This design comes from an exercise in tuning for small area, a short achievable clock period and few clock cycles per item on the open sky130 flow, not from production work. In this exercise RTL edits were held to simulation tests only and were not proved equivalent to the original. No activity file was given, so power comes from the tool's default toggle rates.

== trial 60 ==
==> flow/design.v <==
module dmem_wait (
    input  logic        clk,
    input  logic        reset,
    input  logic        req,
    input  logic        we,
    input  logic [1:0]  size,
    input  logic        signed_ld,
    input  logic [31:0] addr,
    input  logic [31:0] wdata,
    output logic [31:0] rdata,
    output logic        ready,
    output logic        err,
    output logic [31:0] io_out
);
    logic [63:0][31:0] r_mem;
    logic [31:0]       r_io_out;
    logic [31:0]       r_cyc;
    logic [31:0]       r_rdata;
    logic              r_ready;
    logic              r_err;
    logic        w_io, w_err, w_err_m, w_byte, w_half, w_word, w_ld, w_st;
    logic [1:0]  a;
    logic [3:0]  w_lane;
    logic [31:0] w_wrep;
    logic [31:0] w_cyc_next;
    always_comb begin
        a      = addr[1:0];
        w_io   = &addr[31:16];
        w_byte = (size == 2'd0);
        w_half = (size == 2'd1);
        w_word = (size == 2'd2);
        w_err_m = (size == 2'd3) | (w_half & a[0]) | (w_word & (a != 2'd0));
        w_err  = w_err_m | (w_io & ~w_word);
        w_ld   = ~we & ~w_err_m;
        w_st   = req & we & ~w_err;
        w_lane[0] = w_word | (w_half & ~a[1]) | (w_byte & (a == 2'd0));
        w_lane[1] = w_word | (w_half & ~a[1]) | (w_byte & (a == 2'd1));
        w_lane[2] = w_word | (w_half &  a[1]) | (w_byte & (a == 2'd2));
        w_lane[3] = w_word | (w_half &  a[1]) | (w_byte & (a == 2'd3));
        w_wrep[7:0]   = wdata[7:0];
        w_wrep[15:8]  = w_byte ? wdata[7:0] : wdata[15:8];
        w_wrep[23:16] = w_word ? wdata[23:16] : wdata[7:0];
        w_wrep[31:24] = w_word ? wdata[31:24] : (w_half ? wdata[15:8] : wdata[7:0]);
        w_cyc_next = r_cyc + 32'd1;
    end
    logic [7:0][3:0]  r_st_hl_n;
    logic [7:0]       r_st_lo_n;
    logic [31:0]      r_st_data;    
    logic [3:0]       w_lane_we;
    logic [63:0][3:0] w_we;
    assign w_lane_we = {4{req & we & ~w_err_m & ~w_io}} & w_lane;
    always_ff @(posedge clk) begin
        for (int h = 0; h < 8; h++) begin
            for (int k = 0; k < 4; k++) r_st_hl_n[h][k] <= ~((addr[7:5] == 3'(h)) & w_lane_we[k]);
        end
        for (int l = 0; l < 8; l++) r_st_lo_n[l] <= ~(addr[4:2] == 3'(l));
        r_st_data <= w_wrep;
    end
    for (genvar i = 0; i < 64; i++) begin : g_we
        for (genvar k = 0; k < 4; k++) begin : g_k
            dmem_wait_nor2 u_n (.a(r_st_hl_n[i/8][k]), .b(r_st_lo_n[i%8]), .y(w_we[i][k]));
        end
    end
    always_ff @(posedge clk) begin
        for (int i = 0; i < 64; i++) begin
            for (int k = 0; k < 4; k++) begin
                if (w_we[i][k]) begin
                    r_mem[i][8*k +: 8] <= r_st_data[8*k +: 8];
                end
            end
        end
    end
    logic [3:0][7:0]  w_lo, w_hi;
    logic [7:0][31:0] w_grp;      
    logic [31:0]      w_rd;
    for (genvar c = 0; c < 4; c++) begin : g_pdec
        dmem_wait_pdec u_plo (.a(addr[4:2]), .y(w_lo[c]));
        dmem_wait_pdec_m u_phi (.a(addr[7:5]), .ahi(addr[31:16]), .y(w_hi[c]));
    end
    for (genvar h = 0; h < 8; h++) begin : g_grp
        for (genvar j = 0; j < 32; j++) begin : g_b
            dmem_wait_ao8 u_g (.sel(w_lo[j/8]),
                               .d({r_mem[8*h+7][j], r_mem[8*h+6][j], r_mem[8*h+5][j], r_mem[8*h+4][j],
                                   r_mem[8*h+3][j], r_mem[8*h+2][j], r_mem[8*h+1][j], r_mem[8*h][j]}),
                               .y(w_grp[h][j]));
        end
    end
    for (genvar j = 0; j < 32; j++) begin : g_rd
        dmem_wait_ao8 u_w (.sel(w_hi[j/8]),
                           .d({w_grp[7][j], w_grp[6][j], w_grp[5][j], w_grp[4][j],
                               w_grp[3][j], w_grp[2][j], w_grp[1][j], w_grp[0][j]}),
                           .y(w_rd[j]));
    end
    logic        w_mld, w_io_o, w_io_c;
    logic [3:0]  w_b;
    logic [1:0]  w_h;
    logic        w_w;
    logic [31:0] w_load;
    always_comb begin
        w_mld  = w_ld;
        w_io_o = ~we & w_word & w_io & (addr[15:0] == 16'h0000);
        w_io_c = ~we & w_word & w_io & (addr[15:0] == 16'h0004);
        w_b[0] = w_mld & (w_word | (w_half & ~a[1]) | (w_byte & (a == 2'd0)));
        w_b[1] = w_mld & w_byte & (a == 2'd1);
        w_b[2] = w_mld & ((w_half & a[1]) | (w_byte & (a == 2'd2)));
        w_b[3] = w_mld & w_byte & (a == 2'd3);
        w_h[0] = w_mld & (w_word | (w_half & ~a[1]));
        w_h[1] = w_mld & w_half & a[1];
        w_w    = w_mld & w_word;
    end
    logic [7:0] w_sbg, w_shg;
    for (genvar h = 0; h < 8; h++) begin : g_sg
        logic [3:0] w_sb;
        logic [1:0] w_sh;
        dmem_wait_sflags u_f (.we(we), .size(size), .a(a), .sext(signed_ld), .sb(w_sb), .sh(w_sh));
        dmem_wait_ao4 u_sb (.a0(w_sb[0]), .b0(w_grp[h][7]),  .a1(w_sb[1]), .b1(w_grp[h][15]),
                            .a2(w_sb[2]), .b2(w_grp[h][23]), .a3(w_sb[3]), .b3(w_grp[h][31]),
                            .y(w_sbg[h]));
        dmem_wait_ao22 u_sh (.a0(w_sh[0]), .b0(w_grp[h][15]), .a1(w_sh[1]), .b1(w_grp[h][31]),
                             .y(w_shg[h]));
    end
    logic [2:0] w_sb_n;
    logic [1:0] w_sh_n;
    for (genvar c = 0; c < 3; c++) begin : g_sbn
        dmem_wait_ao8n u_s (.sel(w_hi[c+1]), .d(w_sbg), .y_n(w_sb_n[c]));
    end
    for (genvar c = 0; c < 2; c++) begin : g_shn
        dmem_wait_ao8n u_s (.sel(w_hi[c+2]), .d(w_shg), .y_n(w_sh_n[c]));
    end
    for (genvar i = 0; i < 8; i++) begin : g_l0
        logic p0, p1, p2;
        dmem_wait_aoi22 u_p0 (.a0(w_b[0]), .b0(w_rd[i]),    .a1(w_b[1]), .b1(w_rd[8+i]),  .y(p0));
        dmem_wait_aoi22 u_p1 (.a0(w_b[2]), .b0(w_rd[16+i]), .a1(w_b[3]), .b1(w_rd[24+i]), .y(p1));
        dmem_wait_aoi22 u_p2 (.a0(w_io_o), .b0(r_io_out[i]), .a1(w_io_c), .b1(w_cyc_next[i]), .y(p2));
        dmem_wait_nand3 u_y (.a(p0), .b(p1), .c(p2), .y(w_load[i]));
    end
    for (genvar i = 8; i < 16; i++) begin : g_l1
        logic p0, p1;
        dmem_wait_aoi22 u_p0 (.a0(w_h[0]), .b0(w_rd[i]), .a1(w_h[1]), .b1(w_rd[16+i]), .y(p0));
        dmem_wait_aoi22 u_p1 (.a0(w_io_o), .b0(r_io_out[i]), .a1(w_io_c), .b1(w_cyc_next[i]), .y(p1));
        dmem_wait_nand3 u_y (.a(p0), .b(p1), .c(w_sb_n[0]), .y(w_load[i]));
    end
    for (genvar i = 16; i < 32; i++) begin : g_l2
        logic p0, p1;
        dmem_wait_aoi22 u_p0 (.a0(w_w), .b0(w_rd[i]), .a1(w_io_o), .b1(r_io_out[i]), .y(p0));
        dmem_wait_nand2 u_p1 (.a(w_io_c), .b(w_cyc_next[i]), .y(p1));
        dmem_wait_nand4 u_y (.a(p0), .b(p1), .c(w_sb_n[i/8-1]), .d(w_sh_n[i/8-2]), .y(w_load[i]));
    end
    always_ff @(posedge clk) begin
        r_rdata <= w_load;
        r_err   <= w_err;
    end
    always_ff @(posedge clk) begin
        if (reset) r_ready <= 1'b0;
        else       r_ready <= req;
    end
    always_ff @(posedge clk) begin
        if (reset) begin
            r_io_out <= '0;
        end else if (w_st & w_io & (addr[15:0] == 16'h0000)) begin
            r_io_out <= wdata;
        end
    end
    always_ff @(posedge clk) begin
        if (reset) r_cyc <= '0;
        else       r_cyc <= w_cyc_next;
    end
    assign rdata  = r_rdata;
    assign ready  = r_ready;
    assign err    = r_err;
    assign io_out = r_io_out;
endmodule
module dmem_wait_pdec (
    input  logic [2:0] a,
    output logic [7:0] y
);
    always_comb begin
        for (int l = 0; l < 8; l++) y[l] = (a == 3'(l));
    end
endmodule
module dmem_wait_pdec_m (
    input  logic [2:0]  a,
    input  logic [15:0] ahi,
    output logic [7:0]  y
);
    always_comb begin
        for (int l = 0; l < 8; l++) y[l] = ~&ahi & (a == 3'(l));
    end
endmodule
module dmem_wait_sflags (
    input  logic       we,
    input  logic [1:0] size,
    input  logic [1:0] a,
    input  logic       sext,
    output logic [3:0] sb,
    output logic [1:0] sh
);
    always_comb begin
        for (int k = 0; k < 4; k++) sb[k] = ~we & sext & (size == 2'd0) & (a == 2'(k));
        sh[0] = ~we & sext & (size == 2'd1) & (a == 2'd0);
        sh[1] = ~we & sext & (size == 2'd1) & (a == 2'd2);
    end
endmodule
module dmem_wait_ao8 (
    input  logic [7:0] sel,
    input  logic [7:0] d,
    output logic       y
);
    logic [3:0] t;
    always_comb begin
        for (int g = 0; g < 4; g++) t[g] = ~((sel[2*g] & d[2*g]) | (sel[2*g+1] & d[2*g+1]));
        y = ~&t;
    end
endmodule
module dmem_wait_ao8n (
    input  logic [7:0] sel,
    input  logic [7:0] d,
    output logic       y_n
);
    logic [3:0] t;
    always_comb begin
        for (int g = 0; g < 4; g++) t[g] = ~((sel[2*g] & d[2*g]) | (sel[2*g+1] & d[2*g+1]));
        y_n = &t;
    end
endmodule
module dmem_wait_ao4 (
    input  logic a0, b0, a1, b1, a2, b2, a3, b3,
    output logic y
);
    logic t0, t1;
    always_comb begin
        t0 = ~((a0 & b0) | (a1 & b1));
        t1 = ~((a2 & b2) | (a3 & b3));
        y  = ~(t0 & t1);
    end
endmodule
module dmem_wait_ao22 (
    input  logic a0, b0, a1, b1,
    output logic y
);
    assign y = (a0 & b0) | (a1 & b1);
endmodule
module dmem_wait_nand2 (
    input  logic a, b,
    output logic y
);
    assign y = ~(a & b);
endmodule
module dmem_wait_nand4 (
    input  logic a, b, c, d,
    output logic y
);
    assign y = ~(a & b & c & d);
endmodule
module dmem_wait_nor2 (
    input  logic a, b,
    output logic y
);
    assign y = ~(a | b);
endmodule
module dmem_wait_aoi22 (
    input  logic a0, b0, a1, b1,
    output logic y
);
    assign y = ~((a0 & b0) | (a1 & b1));
endmodule
module dmem_wait_nand3 (
    input  logic a, b, c,
    output logic y
);
    assign y = ~(a & b & c);
endmodule
==> flow/config.mk <==
export PLATFORM = sky130hd
export DESIGN_NAME = dmem_wait
export DESIGN_NICKNAME = dmem_wait
export VERILOG_FILES = /design/flow/design.v
export SDC_FILE = /design/flow/constraint.sdc
export NUM_CORES = 4
export LEC_CHECK = 0
export CAP_MARGIN = 20
export CORE_MARGIN = 2
export CORE_UTILIZATION = 65
export CTS_CLUSTER_DIAMETER = 100
export CTS_CLUSTER_SIZE = 22
export SETUP_SLACK_MARGIN = 2.7
export SLEW_MARGIN = 20
export SYNTH_HIERARCHICAL = 1
export SYNTH_MINIMUM_KEEP_SIZE = 0
export TNS_END_PERCENT = 10
==> flow/constraint.sdc <==
create_clock -name core_clock -period 5.0 [get_ports {clk}]
set_input_delay 1.0000 -clock core_clock [delete_from_list [all_inputs] [get_ports {clk}]]
set_output_delay 1.0000 -clock core_clock [all_outputs]
set_load 0.01 [all_outputs]
standard.sh (not shown) runs the stock make flow with config.mk's settings and CLKGATE_MAP_FILE= SYNTH_SCRIPT=/design/flow/synth_recipe.tcl, a recipe that flattens the netlist after the stock synthesis.
==> flow/flow/run.sh <==
#!/bin/bash
# Own flow: the standard layout (standard.sh, with the standard flow's synthesis and the
# settings of config.mk), except that the input and output ports are buffered
# with buf_4 cells instead of the cell buffer_ports picks by default.
set -euo pipefail
export BUFFER_PORTS_ARGS="-buffer_cell sky130_fd_sc_hd__buf_4"
bash standard.sh finish > make_finish.log 2>&1
Testbench counts of trial 60, summed over its fixed seeds: cycles 24,000, items 12,000.
Setup changes, trial 60 to trial 39
diff --git a/flow/design.v b/flow/design.v
--- a/flow/design.v
+++ b/flow/design.v
@@ -41,33 +41,19 @@
         w_wrep[15:8]  = w_byte ? wdata[7:0] : wdata[15:8];
         w_wrep[23:16] = w_word ? wdata[23:16] : wdata[7:0];
         w_wrep[31:24] = w_word ? wdata[31:24] : (w_half ? wdata[15:8] : wdata[7:0]);
         w_cyc_next = r_cyc + 32'd1;
     end
-    logic [7:0][3:0]  r_st_hl_n;
-    logic [7:0]       r_st_lo_n;
-    logic [31:0]      r_st_data;    
     logic [3:0]       w_lane_we;
     logic [63:0][3:0] w_we;
     assign w_lane_we = {4{req & we & ~w_err_m & ~w_io}} & w_lane;
-    always_ff @(posedge clk) begin
-        for (int h = 0; h < 8; h++) begin
-            for (int k = 0; k < 4; k++) r_st_hl_n[h][k] <= ~((addr[7:5] == 3'(h)) & w_lane_we[k]);
-        end
-        for (int l = 0; l < 8; l++) r_st_lo_n[l] <= ~(addr[4:2] == 3'(l));
-        r_st_data <= w_wrep;
-    end
-    for (genvar i = 0; i < 64; i++) begin : g_we
-        for (genvar k = 0; k < 4; k++) begin : g_k
-            dmem_wait_nor2 u_n (.a(r_st_hl_n[i/8][k]), .b(r_st_lo_n[i%8]), .y(w_we[i][k]));
-        end
-    end
+    dmem_wait_wdec u_wdec (.a(addr[7:2]), .lane(w_lane_we), .y(w_we));
     always_ff @(posedge clk) begin
         for (int i = 0; i < 64; i++) begin
             for (int k = 0; k < 4; k++) begin
                 if (w_we[i][k]) begin
-                    r_mem[i][8*k +: 8] <= r_st_data[8*k +: 8];
+                    r_mem[i][8*k +: 8] <= w_wrep[8*k +: 8];
                 end
             end
         end
     end
     logic [3:0][7:0]  w_lo, w_hi;
@@ -90,12 +76,12 @@
                            .d({w_grp[7][j], w_grp[6][j], w_grp[5][j], w_grp[4][j],
                                w_grp[3][j], w_grp[2][j], w_grp[1][j], w_grp[0][j]}),
                            .y(w_rd[j]));
     end
     logic        w_mld, w_io_o, w_io_c;
-    logic [3:0]  w_b;
-    logic [1:0]  w_h;
+    logic [3:0]  w_b, w_sb;
+    logic [1:0]  w_h, w_sh;
     logic        w_w;
     logic [31:0] w_load;
     always_comb begin
         w_mld  = w_ld;
         w_io_o = ~we & w_word & w_io & (addr[15:0] == 16'h0000);
@@ -105,16 +91,16 @@
         w_b[2] = w_mld & ((w_half & a[1]) | (w_byte & (a == 2'd2)));
         w_b[3] = w_mld & w_byte & (a == 2'd3);
         w_h[0] = w_mld & (w_word | (w_half & ~a[1]));
         w_h[1] = w_mld & w_half & a[1];
         w_w    = w_mld & w_word;
+        for (int k = 0; k < 4; k++) w_sb[k] = w_mld & signed_ld & w_byte & (a == 2'(k));
+        w_sh[0] = w_mld & signed_ld & w_half & ~a[1];
+        w_sh[1] = w_mld & signed_ld & w_half & a[1];
     end
     logic [7:0] w_sbg, w_shg;
     for (genvar h = 0; h < 8; h++) begin : g_sg
-        logic [3:0] w_sb;
-        logic [1:0] w_sh;
-        dmem_wait_sflags u_f (.we(we), .size(size), .a(a), .sext(signed_ld), .sb(w_sb), .sh(w_sh));
         dmem_wait_ao4 u_sb (.a0(w_sb[0]), .b0(w_grp[h][7]),  .a1(w_sb[1]), .b1(w_grp[h][15]),
                             .a2(w_sb[2]), .b2(w_grp[h][23]), .a3(w_sb[3]), .b3(w_grp[h][31]),
                             .y(w_sbg[h]));
         dmem_wait_ao22 u_sh (.a0(w_sh[0]), .b0(w_grp[h][15]), .a1(w_sh[1]), .b1(w_grp[h][31]),
                              .y(w_shg[h]));
@@ -185,22 +171,27 @@
 );
     always_comb begin
         for (int l = 0; l < 8; l++) y[l] = ~&ahi & (a == 3'(l));
     end
 endmodule
-module dmem_wait_sflags (
-    input  logic       we,
-    input  logic [1:0] size,
-    input  logic [1:0] a,
-    input  logic       sext,
-    output logic [3:0] sb,
-    output logic [1:0] sh
-);
-    always_comb begin
-        for (int k = 0; k < 4; k++) sb[k] = ~we & sext & (size == 2'd0) & (a == 2'(k));
-        sh[0] = ~we & sext & (size == 2'd1) & (a == 2'd0);
-        sh[1] = ~we & sext & (size == 2'd1) & (a == 2'd2);
+module dmem_wait_wdec (
+    input  logic [5:0]        a,
+    input  logic [3:0]        lane,
+    output logic [63:0][3:0]  y
+);
+    logic [7:0][3:0] hl_n;   
+    logic [7:0]      lo_n;   
+    always_comb begin
+        for (int h = 0; h < 8; h++) begin
+            for (int k = 0; k < 4; k++) hl_n[h][k] = ~((a[5:3] == 3'(h)) & lane[k]);
+        end
+        for (int l = 0; l < 8; l++) lo_n[l] = ~(a[2:0] == 3'(l));
+    end
+    for (genvar i = 0; i < 64; i++) begin : g_w
+        for (genvar k = 0; k < 4; k++) begin : g_k
+            dmem_wait_nor2 u_n (.a(hl_n[i/8][k]), .b(lo_n[i%8]), .y(y[i][k]));
+        end
     end
 endmodule
 module dmem_wait_ao8 (
     input  logic [7:0] sel,
     input  logic [7:0] d,
Results
- Compared with trial 60, trial 39 shows a final weighted congestion of routability-driven global placement that is 1.2% higher.
- Against trial 60, trial 39 comes in 0.0015 sq mm higher on final area.
- In trial 39, the net switching power came out about 2.7% below the value in trial 60.
- Worst hold slack (higher): trial 39
- Length of routed met2 wiring delta for trial 39 relative to trial 60: 2.2% higher
Testbench counts of trial 39, summed over its fixed seeds: cycles 24,000, items 12,000.

[re-timing with driven ports]
The results above use ideal ports. As a check the final layouts listed here were re-extracted and re-timed, cells and wires unchanged. Step 1: set_driving_cell puts a clkbuf_16 on clk and a buf_2 on each other input, an assumption about the parent block. Step 2, shift: input delay + t, output delay - t, t = (earliest + latest rising clock arrival at the registers) / 2. This alone moves slack from input paths to output paths. a / b / c = ideal / step 1 / step 2; a / b = the first two.
run | t (ns) | slack for setup (ns) | slew at the worst register clock pin (ns) | worst data-port slew with drivers (ns)
trial 60 | 0.848 | 2.343 / 2.060 / 1.212 | 0.11 / 0.11 | 0.53
trial 39 | 0.820 | 2.261 / 1.903 / 1.083 | 0.10 / 0.10 | 0.53
After both steps setup and hold are still met in every run listed. For trial 39, which loses most, drivers alone change the setup slack by -0.358 ns; drivers and shift together by -1.178 ns.
